From an optimization exercise on the open Yosys and OpenROAD flow, aimed at small area, a short achievable clock period and few clock cycles per item; shortcuts taken in it are not production practice. No run shown here included a check of the RTL's function; only the layout flow was run. No activity file was given, so power comes from the tool's default toggle rates.

==> flow/design.v, too long to show whole: its modules and the start of the top module <==
// module fp_mul_round: 72 lines
// module fp_mul_pipe: 125 lines
// module fp_mul_tree: 869 lines
module fp_mul_pipe
#(
  parameter int EXP_W = 8,
  parameter int MAN_W = 23
) (
  input  logic                 clk,
  input  logic                 reset,
  input  logic                 in_valid,
  output logic                 in_ready,
  input  logic [EXP_W+MAN_W:0] a,
  input  logic [EXP_W+MAN_W:0] b,
  output logic                 out_valid,
  input  logic                 out_ready,
  output logic [EXP_W+MAN_W:0] result,
  output logic [fp_pkg::FLAG_W-1:0]    flags
);
  // ...
==> flow/run.sh <==
#!/bin/bash
# synth_recipe.tcl (not shown) runs the flow's synth.tcl, then flattens the netlist and writes it again
# the make line also repeats each setting of config.mk as NAME=value (left out here)
make -C /OpenROAD-flow-scripts/flow DESIGN_CONFIG=/design/flow/config.mk WORK_HOME=/design/flow/orfs CLKGATE_MAP_FILE= SYNTH_SCRIPT=/design/flow/synth_recipe.tcl finish
==> flow/config.mk <==
export PLATFORM = sky130hd
export DESIGN_NAME = fp_mul_pipe
export DESIGN_NICKNAME = fp_mul_pipe
export VERILOG_FILES = /design/flow/design.v
export SDC_FILE = /design/flow/constraint.sdc
export NUM_CORES = 4
export LEC_CHECK = 0
export CAP_MARGIN = 20
export CORE_MARGIN = 2
export CORE_UTILIZATION = 40
export SETUP_SLACK_MARGIN = 3.8
export SLEW_MARGIN = 20
==> flow/constraint.sdc <==
create_clock -name core_clock -period 7.5 [get_ports {clk}]
set_input_delay 1.5000 -clock core_clock [delete_from_list [all_inputs] [get_ports {clk}]]
set_output_delay 1.5000 -clock core_clock [all_outputs]
set_load 0.01 [all_outputs]
==> flow_metrics.tcl, run 1 <==
set metrics [dict create \
    drive_gt1_frac 0.109 \
    hp-class "flip-flop to flip-flop" \
    final_cells 3389 \
    intPower_w 0.00774 \
    design_area_mm2 0.0301 \
    status "timing/DRC/antenna clean" \
    skew_ns 0.0197 \
    yosysWarnings 3 \
    synth.top_cell.area_share 0.320 \
    rsz0062_at_grt "true" \
    placed_cells 3238 \
    synthXorXnorAreaFrac 0.129 \
    dieArea_mm2 0.0671 \
    syn-num-nets 2877 \
    clkTransAtPathRegs_ns 0.06 \
    synth-simple-area-share 0.0666 \
    largest_reg_flops 48 \
    post-route-drc-count 0 \
    grt_use_total 0.215 \
    cts_buffers 31 \
    placed_area_mm2 0.0278 \
    p_clk_w 0.00161 \
    grt_max_degree 77 \
    synth_top_cell_by_area "edfxtp_1" \
    synthAdderAreaFrac 0.261 \
    num-nonclk-inverters 309 \
    slew-limit-headroom 0.380 \
    hp-start "s1_exp[2]" \
    fin_total_pwr_w 0.0140 \
    p_sw_w 0.00623 \
    grt_pass1_wl_mm 113 \
    reg.largest.list "s2_px (48), s2_py (47), result (32)" \
    switching_share 0.446 \
]
==> run 2, diff against run 1 <==
--- a/flow/config.mk
+++ b/flow/config.mk
@@ -8,5 +8,5 @@
 export CAP_MARGIN = 20
 export CORE_MARGIN = 2
 export CORE_UTILIZATION = 40
-export SETUP_SLACK_MARGIN = 3.8
+export SETUP_SLACK_MARGIN = 3.4
 export SLEW_MARGIN = 20
==> run 2 against run 1 <==
Effect of this change:
- combinational power fell by 7.1%
- register-to-register slack worse by 0.40 ns
- power decreased by 5.3%
- sequential share of layout area grew 0.87 points
- largest cell class unchanged
- critical path type is now flip-flop to flip-flop
- die area unchanged
- via count fell by 2.7%
- count of clock-buffer cells in the layout increased by 2
- final area is 3.0% lower
- worst hold slack better by 0.0014 ns
==> flow_metrics.tcl, run 2 <==
set metrics [dict create \
    synth.area.top_cells "edfxtp_1, fa_1, xnor2_1" \
    synth-simple-area-share 0.0666 \
    slew-limit-headroom 0.185 \
    yosysWarnings 3 \
    dieHeight_um 259 \
    fp.dieW_um 259 \
    critical_path_class "flip-flop to flip-flop" \
    crit_path_end_kind "flip-flop" \
    final_cells 3318 \
    finalCritPeriodShare 0.537 \
    vias 18500 \
    cts.root.buffer_cell "clkbuf_16" \
    dieArea_mm2 0.0671 \
    drive_gt1_frac 0.0706 \
    design_area_mm2 0.0292 \
    first_global_vias 19000 \
    worstMarginPinSlew_ns 1.22 \
    clk_latency_ns 0.60 \
    skew_ns 0.0104 \
    powerDensity_mw_per_mm2 454 \
    antenna_found_initial 1 \
    synthMuxAreaShare 0.00433 \
    start_util 0.404 \
    cts_tree "built" \
    synth_top_family_by_area "adder cells" \
    rows 93 \
    globalplace.congestion 0.873 \
    synth-edff-count 277 \
    status "timing/DRC/antenna clean" \
    drtIter0Drc 1937 \
    viasPerCell 5.56 \
    synth_top_cell_by_area "edfxtp_1" \
    clkTransAtPathRegs_ns 0.06 \
    p_sw_w 0.00593 \
    start_kind "flip-flop" \
    fin_hold_ws_ns 0.417 \
    setup_tns_ns 0 \
    power_frac_comb 0.645 \
    max_cap_viol_count 0 \
    cts_buffers 31 \
    pin_count 106 \
    yosysSeqAreaShare 0.323 \
    syn_area_mm2 0.0260 \
    hold_viol_final 0 \
    reg2reg_slack_ns 3.47 \
    io_buffer_count 105 \
    synth_compound_area_frac 0.144 \
    coreArea_mm2 0.0643 \
    layout_common_cells "inv_1, edfxtp_1, xnor2_1, a22oi_1, fa_1" \
    async_flop_share 0 \
    fin_nets 2900 \
    placed_cells 3234 \
    grt_pass1_wl_mm 109 \
    regMostFlops "s2_px" \
    whs_path_depth 0 \
    grt_use_total 0.207 \
    grt_overflow_total 0 \
    max-clock-path-buffers 3 \
    cts_sinks 281 \
    synth.avg_cell_area_um2 10.8 \
    startpoint "s1_one[6]" \
    placed_area_mm2 0.0278 \
    synth.top_cell.area_share 0.320 \
    synthFlopType "edfxtp_1" \
    synthAdderAreaFrac 0.261 \
    first_pass_iters 7 \
    largest_reg_flops 48 \
    syn2layout_area_growth_pct 12.1 \
    leakagePower_nw 11.8 \
    grt_max_degree 145 \
    min_period_ns 4.03 \
    slew_violations 0 \
    rsz0062_at_grt "true" \
    reg2reg_to "s2_pz[24]" \
    hp-class "flip-flop to flip-flop" \
    clockPowerShare 0.111 \
    post-route-drc-count 0 \
    n_fill_cell 5877 \
    reg.largest.list "s2_px (48), s2_py (47), result (32)" \
    holdPathEnd "s2_exp[4]" \
    synth.most_common_cell "inv_1" \
    hp-start "s1_exp[4]" \
    ant_nets 0 \
    layout_commonest_cell "inv_1" \
    synthTopCellsByCount "inv_1, edfxtp_1, xnor2_1, a22oi_1, fa_1" \
    wl_per_cell_um 21.3 \
    syn-num-nets 2877 \
    max_freq_mhz 248 \
    cp_max_fo 24 \
    synth.distinct_cells 77 \
    synthXorXnorAreaFrac 0.129 \
    timing.rr.start "s1_one[6]" \
    sequentialPowerShare 0.244 \
    setup_viol 0 \
    antenna_cells 0 \
    intPower_w 0.00731 \
    critPathRequiredTime_ns 7.84 \
    switching_share 0.448 \
    reg2reg_depth 8 \
    arrival_ns 4.37 \
    ys_ff_latch 281 \
    routed_wl_mm 70.5 \
    dp_hpwl_mm 47.6 \
    vdd_ir_drop_max_mv 0.237 \
    synthCells 2417 \
    htreeDepth 1 \
]
run 2: final cells by class:
class,instances,area (um^2),share of cell area
clock buffer,36,795,0.0272
multi-input combinational,1646,15900,0.544
inverter,309,1160,0.0398
timing repair buffer,171,1690,0.0579
tap,855,1070,0.0367
sequential,281,8400,0.288
clock inverter,20,201,0.00690
run 2: power groups by stage:
stage / registers, W / logic (W) / clock network (W)
2_1_floorplan: 0.00312 / 0.00592 / 0
3_3_place_gp: 0.00330 / 0.00800 / 0
3_5_place_dp: 0.00331 / 0.00815 / 0
4_1_cts: 0.00326 / 0.00830 / 0.00152
5_1_grt: 0.00329 / 0.00955 / 0.00157
6_report: 0.00323 / 0.00853 / 0.00147
run 2: worst max-delay path by stage:
| stage | end | slack [ns] | cells past startpoint |
|---|---|---|---|
| finish | s2_pz[24] | 3.47 | 8 |
| global route | result[0] | 3.35 | 18 |
| CTS | s2_pz[24] | 3.41 | 8 |
| detailed placement | result[1] | 2.47 | 17 |
| global placement | result[1] | 2.57 | 17 |
| floorplan | result[2] | 3.41 | 21 |
run 2: logic make-up (layout without fill, tap and decap cells):
kind of cell / after synthesis / count (layout)
simple gates: 340 / 344
buf+inv: 494 / 536
xor+xnor: 382 / 382
flops: 281 / 281
compound gates: 517 / 517
mux: 11 / 11
fa+ha+maj: 392 / 392
run 2: layer usage:
metal  vias up  track usage  wire [um]  share of wire
li1       8397            -          -              -
met1      8953        0.291      30600           0.43
met2       931        0.311      30300           0.43
met3       173       0.0471       7250           0.10
met4         2       0.0748       2380          0.034
met5         -            0         18        0.00026
run 2: worst max-delay path: stages (launching register included):
cell and delay, ns:
edfxtp_1 1.12, a22oi_1 0.20, xnor2_1 0.22, fa_1 0.52, inv_1 0.06, fa_1 0.52
inv_1 0.06, fa_1 0.60, fa_1 0.44
run 2: repair_timing:
item	4_1_cts	5_1_grt
pin swaps	1	0
buffers inserted	5	12
setup endpoints to repair	45	41
resized for setup	13	8
endpoints found under the hold margin	0	0
cloned	4	0
hold buffers	0	0
run 2: through the flow:
step | power [W] | util | setup slack (ns)
after global placement | 0.0113 | 0.431 | 2.57
final | 0.0132 | 0.453 | 3.47
after CTS | 0.0131 | 0.449 | 3.41
after floorplan | 0.00904 | - | 3.41
after detailed placement | 0.0115 | 0.432 | 2.47
after global routing | 0.0144 | 0.453 | 3.35
==> module fp_mul_round, before the edit <==
module fp_mul_round (
  input  logic         sign,
  input  logic [9:0]   exp,      
  input  logic [1:0]   kind,
  input  logic [47:22] prod,     
  input  logic         sticky,   
  output logic [31:0]  result,
  output logic [3:0]   flags
);
  localparam logic [31:0] QNAN = 32'h7FC00000;
  logic        msb, st, guard, carry, ovf, unf, inexact;
  logic [22:0] frac_r;
  logic [9:0]  e0, e1, e2, exp_r;
  logic        ovf0, ovf1, ovf2, unf0, unf1, unf2;
  logic        rnd_h, rnd_l, carry_h, carry_l;
  logic [22:0] inc_h, inc_l;
  assign msb     = prod[47];
  assign rnd_h   = prod[23] & (prod[22] | sticky | prod[24]);
  assign rnd_l   = prod[22] & (sticky | prod[23]);
  assign inc_h   = prod[46:24] + 23'd1;
  assign inc_l   = prod[45:23] + 23'd1;
  assign carry_h = rnd_h & (&prod[46:24]);
  assign carry_l = rnd_l & (&prod[45:23]);
  assign rnd_up  = msb ? rnd_h : rnd_l;
  assign carry   = msb ? carry_h : carry_l;
  assign guard   = msb ? prod[23] : prod[22];
  assign st      = sticky | (msb & prod[22]);
  assign frac_r  = msb ? (rnd_h ? inc_h : prod[46:24]) : (rnd_l ? inc_l : prod[45:23]);
  assign inexact = guard | st;
  assign e0   = exp;
  assign e1   = exp + 10'd1;
  assign e2   = exp + 10'd2;
  assign ovf0 = !e0[9] && (e0[8:0] >= 9'd255);
  assign ovf1 = !e1[9] && (e1[8:0] >= 9'd255);
  assign ovf2 = !e2[9] && (e2[8:0] >= 9'd255);
  assign unf0 = e0[9] || (e0 == '0);
  assign unf1 = e1[9] || (e1 == '0);
  assign unf2 = e2[9] || (e2 == '0);
  always_comb begin
    case ({msb, carry})
      2'b00:          begin exp_r = e0; ovf = ovf0; unf = unf0; end
      2'b01, 2'b10:   begin exp_r = e1; ovf = ovf1; unf = unf1; end
      default:        begin exp_r = e2; ovf = ovf2; unf = unf2; end
    endcase
  end
  always_comb begin
    result = '0;
    flags  = '0;
    case (kind)
      KIND_NAN: begin
        result              = QNAN;
        flags[FLAG_INVALID] = 1'b1;
      end
      KIND_INF:  result = {sign, 8'hFF, 23'd0};
      KIND_ZERO: result = {sign, 31'd0};
      default: begin
        if (ovf) begin
          result               = {sign, 8'hFF, 23'd0};
          flags[FLAG_OVERFLOW] = 1'b1;
          flags[FLAG_INEXACT]  = 1'b1;
        end else if (unf) begin
          result                = {sign, 31'd0};
          flags[FLAG_UNDERFLOW] = 1'b1;
          flags[FLAG_INEXACT]   = 1'b1;
        end else begin
          result              = {sign, exp_r[7:0], frac_r};
          flags[FLAG_INEXACT] = inexact;
        end
      end
    endcase
  end
endmodule
==> run 3, diff against run 2 <==
--- a/flow/design.v
+++ b/flow/design.v
@@ -20,24 +20,21 @@
   output logic [3:0]   flags
 );
   localparam logic [31:0] QNAN = 32'h7FC00000;
-  logic        msb, st, guard, carry, ovf, unf, inexact;
-  logic [22:0] frac_r;
+  logic        msb, st, guard, lsb, rnd_up, ones, carry, ovf, unf, inexact;
+  logic [23:0] sig;
+  logic [22:0] frac_inc, frac_r;
   logic [9:0]  e0, e1, e2, exp_r;
   logic        ovf0, ovf1, ovf2, unf0, unf1, unf2;
-  logic        rnd_h, rnd_l, carry_h, carry_l;
-  logic [22:0] inc_h, inc_l;
-  assign msb     = prod[47];
-  assign rnd_h   = prod[23] & (prod[22] | sticky | prod[24]);
-  assign rnd_l   = prod[22] & (sticky | prod[23]);
-  assign inc_h   = prod[46:24] + 23'd1;
-  assign inc_l   = prod[45:23] + 23'd1;
-  assign carry_h = rnd_h & (&prod[46:24]);
-  assign carry_l = rnd_l & (&prod[45:23]);
-  assign rnd_up  = msb ? rnd_h : rnd_l;
-  assign carry   = msb ? carry_h : carry_l;
-  assign guard   = msb ? prod[23] : prod[22];
-  assign st      = sticky | (msb & prod[22]);
-  assign frac_r  = msb ? (rnd_h ? inc_h : prod[46:24]) : (rnd_l ? inc_l : prod[45:23]);
+  assign msb    = prod[47];
+  assign st     = sticky || (msb && prod[22]);
+  assign sig    = msb ? prod[47:24] : prod[46:23];
+  assign guard  = msb ? prod[23] : prod[22];
+  assign lsb    = sig[0];
+  assign rnd_up = guard & (st | lsb);
+  assign ones   = &sig;
+  assign carry  = rnd_up & ones;
+  assign frac_inc = sig[22:0] + 23'd1;
+  assign frac_r = rnd_up ? frac_inc : sig[22:0];
   assign inexact = guard | st;
   assign e0   = exp;
   assign e1   = exp + 10'd1;
--- a/flow/config.mk
+++ b/flow/config.mk
@@ -8,5 +8,5 @@
 export CAP_MARGIN = 20
 export CORE_MARGIN = 2
 export CORE_UTILIZATION = 40
-export SETUP_SLACK_MARGIN = 3.4
+export SETUP_SLACK_MARGIN = 4.2
 export SLEW_MARGIN = 20
==> run 3 against run 2 <==
Effect of this change:
- count of clock-buffer cells in the layout stayed put
- routed wire length up 16%
- worst hold slack lost 0.0037 ns
- power is 13% higher
- critical endpoint is now result[28]
- clock power about the same
- fmax is 5.2% higher
- critical path depth grew 11
- sequential cell count unchanged
- register-to-register slack improved by 0.20 ns
==> flow_metrics.tcl, run 3 <==
set metrics [dict create \
    globalplace.congestion 0.880 \
    powerDensity_mw_per_mm2 451 \
    synth.area.top_cells "edfxtp_1, fa_1, xnor2_1" \
    fp.dieW_um 258 \
    reg.largest.list "s2_px (48), s2_py (47), result (32)" \
    htreeDepth 1 \
    holdPathEnd "s3_exp[3]" \
    grt_use_total 0.235 \
    largest_reg_flops 48 \
    post-route-drc-count 0 \
    cp_max_fo 7 \
    slew-limit-headroom 0.425 \
    drive_gt1_frac 0.251 \
    synth.distinct_cells 74 \
    critPathRequiredTime_ns 7.85 \
    ys_ff_latch 281 \
    cts_tree "built" \
    dp_slack_ns 2.68 \
    fin_total_pwr_w 0.0149 \
    status "timing/DRC/antenna clean" \
    start_util 0.403 \
    grt_max_degree 155 \
    grt_overflow_total 0 \
    syn-num-nets 2885 \
    cts.root.buffer_cell "clkbuf_16" \
    coreArea_mm2 0.0642 \
    min_period_ns 3.83 \
    reg2reg_to "result[28]" \
    reg2reg_depth 19 \
    synthCells 2425 \
    drtIter0Drc 2294 \
    hold_buffers 0 \
    crit_path_end_kind "flip-flop" \
    viasPerCell 5.72 \
    syn2layout_area_growth_pct 27.6 \
    dp_hpwl_mm 48.1 \
    max-clock-path-buffers 3 \
    grt_pass1_wl_mm 122 \
    clkTransAtPathRegs_ns 0.07 \
    fin_nets 3096 \
    first_pass_iters 6 \
    layout_common_cells "edfxtp_1, inv_1, xnor2_1, fa_1, a22oi_1" \
    antenna_found_initial 2 \
    setup_ws_ns 3.67 \
    rows 93 \
    synthTopCellsByCount "inv_1, edfxtp_1, xnor2_1, a22oi_1, fa_1" \
    wl_per_cell_um 23.2 \
    hold_viol_final 0 \
    whs_path_depth 0 \
    hp-start "s2_exp[3]" \
    max_cap_viol_count 0 \
    first_global_vias 20300 \
    setup_tns_ns 0 \
    start_kind "flip-flop" \
    pin_count 106 \
    critical_path_class "flip-flop to flip-flop" \
    setup_viol 0 \
    synth_top_cell_by_area "edfxtp_1" \
    yosysWarnings 2 \
    cts_sinks 281 \
    syn_area_mm2 0.0259 \
    routed_wl_mm 81.5 \
    synth.avg_cell_area_um2 10.7 \
    synth.most_common_cell "inv_1" \
    clk_latency_ns 0.61 \
    skew_ns 0.0242 \
    ant_nets 0 \
    final_util 0.514 \
    reg2reg_slack_ns 3.67 \
    async_flop_share 0 \
    arrival_ns 4.18 \
    leakagePower_nw 13.3 \
    hp-class "flip-flop to flip-flop" \
    vias 20100 \
    dieArea_mm2 0.0667 \
    synthFlopType "edfxtp_1" \
    worstMarginPinSlew_ns 0.863 \
    yosysSeqAreaShare 0.325 \
    vdd_ir_drop_max_mv 0.248 \
    regMostFlops "s2_px" \
    slew_violations 0 \
    io_buffer_count 105 \
    max_freq_mhz 261 \
    antenna_cells 0 \
    rsz0062_at_grt "true" \
    dieHeight_um 258 \
    synth-edff-count 277 \
    synth.top_cell.area_share 0.322 \
    cts_buffers 31 \
    timing.rr.start "s3_prod[47]" \
    layout_commonest_cell "edfxtp_1" \
    finalCritPeriodShare 0.511 \
]
run 3: cell count changes after synthesis, moves of 6 or more:
cell and delta:
o21ai_0 +26, xor2_1 -14, nor2_1 -9, a211oi_2 -20, nand3_1 -8, and2_1 +6, a211oi_1 +7, a21oi_1 +25
run 3: layout make-up:
| cell class | instances | area [um^2] |
|---|---|---|
| clock buffers | 36 | 795 |
| clock inverters | 22 | 164 |
| inverters | 310 | 1190 |
| flip-flops and latches | 281 | 8400 |
| well taps | 855 | 1070 |
| fillers | 5503 | 31200 |
| multi-input cells | 1659 | 17300 |
| repair buffers | 353 | 4130 |
run 3: what timing repair did:
item,CTS,global route
buffers inserted,149,39
gates resized for setup,228,274
cloned,18,4
setup endpoints to repair,304,222
pin swaps,86,142
run 3: how the worst max path moves through the flow:
stage                 from         end  slack (ns)
2_1_floorplan  s3_prod[47]  result[24]        3.38
3_3_place_gp     out_ready    in_ready        2.71
3_5_place_dp     out_ready    in_ready        2.68
4_1_cts        s3_prod[47]   result[6]        3.67
5_1_grt        s3_prod[47]   result[6]        3.49
6_report       s3_prod[47]  result[28]        3.67
run 3: per-stage QoR:
| stage | std cells | cell area, um^2 | hold slack, ns |
|---|---|---|---|
| after global placement | 3247 | 27700 | 0.402 |
| after detailed placement | 3248 | 27800 | 0.405 |
| final | 3516 | 33000 | 0.413 |
| after global routing | 3516 | 33000 | 0.417 |
| after CTS | 3473 | 31500 | 0.415 |
| after floorplan | 2425 | 26100 | 0.400 |
run 3: logic make-up (layout without fill, tap and decap cells):
kind of cell,Yosys count,count (layout),share of synthesized area
AOI/OAI and AO/OA,547,547,0.144
xor gates and xnor gates,367,367,0.124
adders and majority gates,392,392,0.262
buffers and inverters,488,721,0.0714
DFF,281,281,0.325
muxes,17,17,0.00672
and+or+nand+nor,333,336,0.0668
run 3: metal layers:
metal	wire length, um	track usage	vias to the layer above
li1	-	-	8813
met1	32900	0.317	9725
met2	34800	0.348	1213
met3	8970	0.0694	358
met4	4730	0.111	4
met5	68	0	-
run 3: power by group:
| group | total (W) | internal [W] | switching, W |
|---|---|---|---|
| clock network | 0.00145 | 0.000799 | 0.000648 |
| registers | 0.00316 | 0.00283 | 0.000335 |
| logic | 0.0103 | 0.00455 | 0.00574 |
run 3: critical path: stages (launching register included):
cell and delay [ns]:
edfxtp_1 0.43, buf_12 0.17, mux2_4 0.21, ha_4 0.14
o221ai_4 0.09, or4_4 0.52, nor4_4 0.34, nand2_2 0.12
nor3_4 0.13, o211ai_1 0.12, buf_4 0.16, ha_4 0.17
inv_2 0.06, nor3_2 0.04, a311o_1 0.32, nand2_4 0.11
buf_6 0.11, nor2_4 0.03, nor2_4 0.21, o21ai_1 0.10

==> port drivers added, routing unchanged <==
No port has a modelled driver above. Below, the same layouts with a new extraction and two added sets of constraints.
Step 1 assumes that a clkbuf_16 drives the clock port and a buf_2 every other input.
Step 2 adds t to the input delays and takes it off the output delays; t is the mean of the earliest and latest rising clock arrival at the registers after step 1. Input paths then give back, and output paths get back, about the clock's delay inside the block.
Slacks: no drivers / after step 1 / after step 2; pairs: no drivers / after step 1.
run	t, ns	slack for setup (ns)	worst setup path at the end
run 1	0.641	3.865 / 3.849 / 3.429	input to register
run 2	0.655	3.470 / 3.447 / 3.304	input to register
run 3	0.647	3.669 / 3.669 / 3.659	input to register
After both steps every run listed still meets setup and hold. For run 1, which loses most, drivers alone change the setup slack by -0.016 ns; drivers and shift together by -0.436 ns.
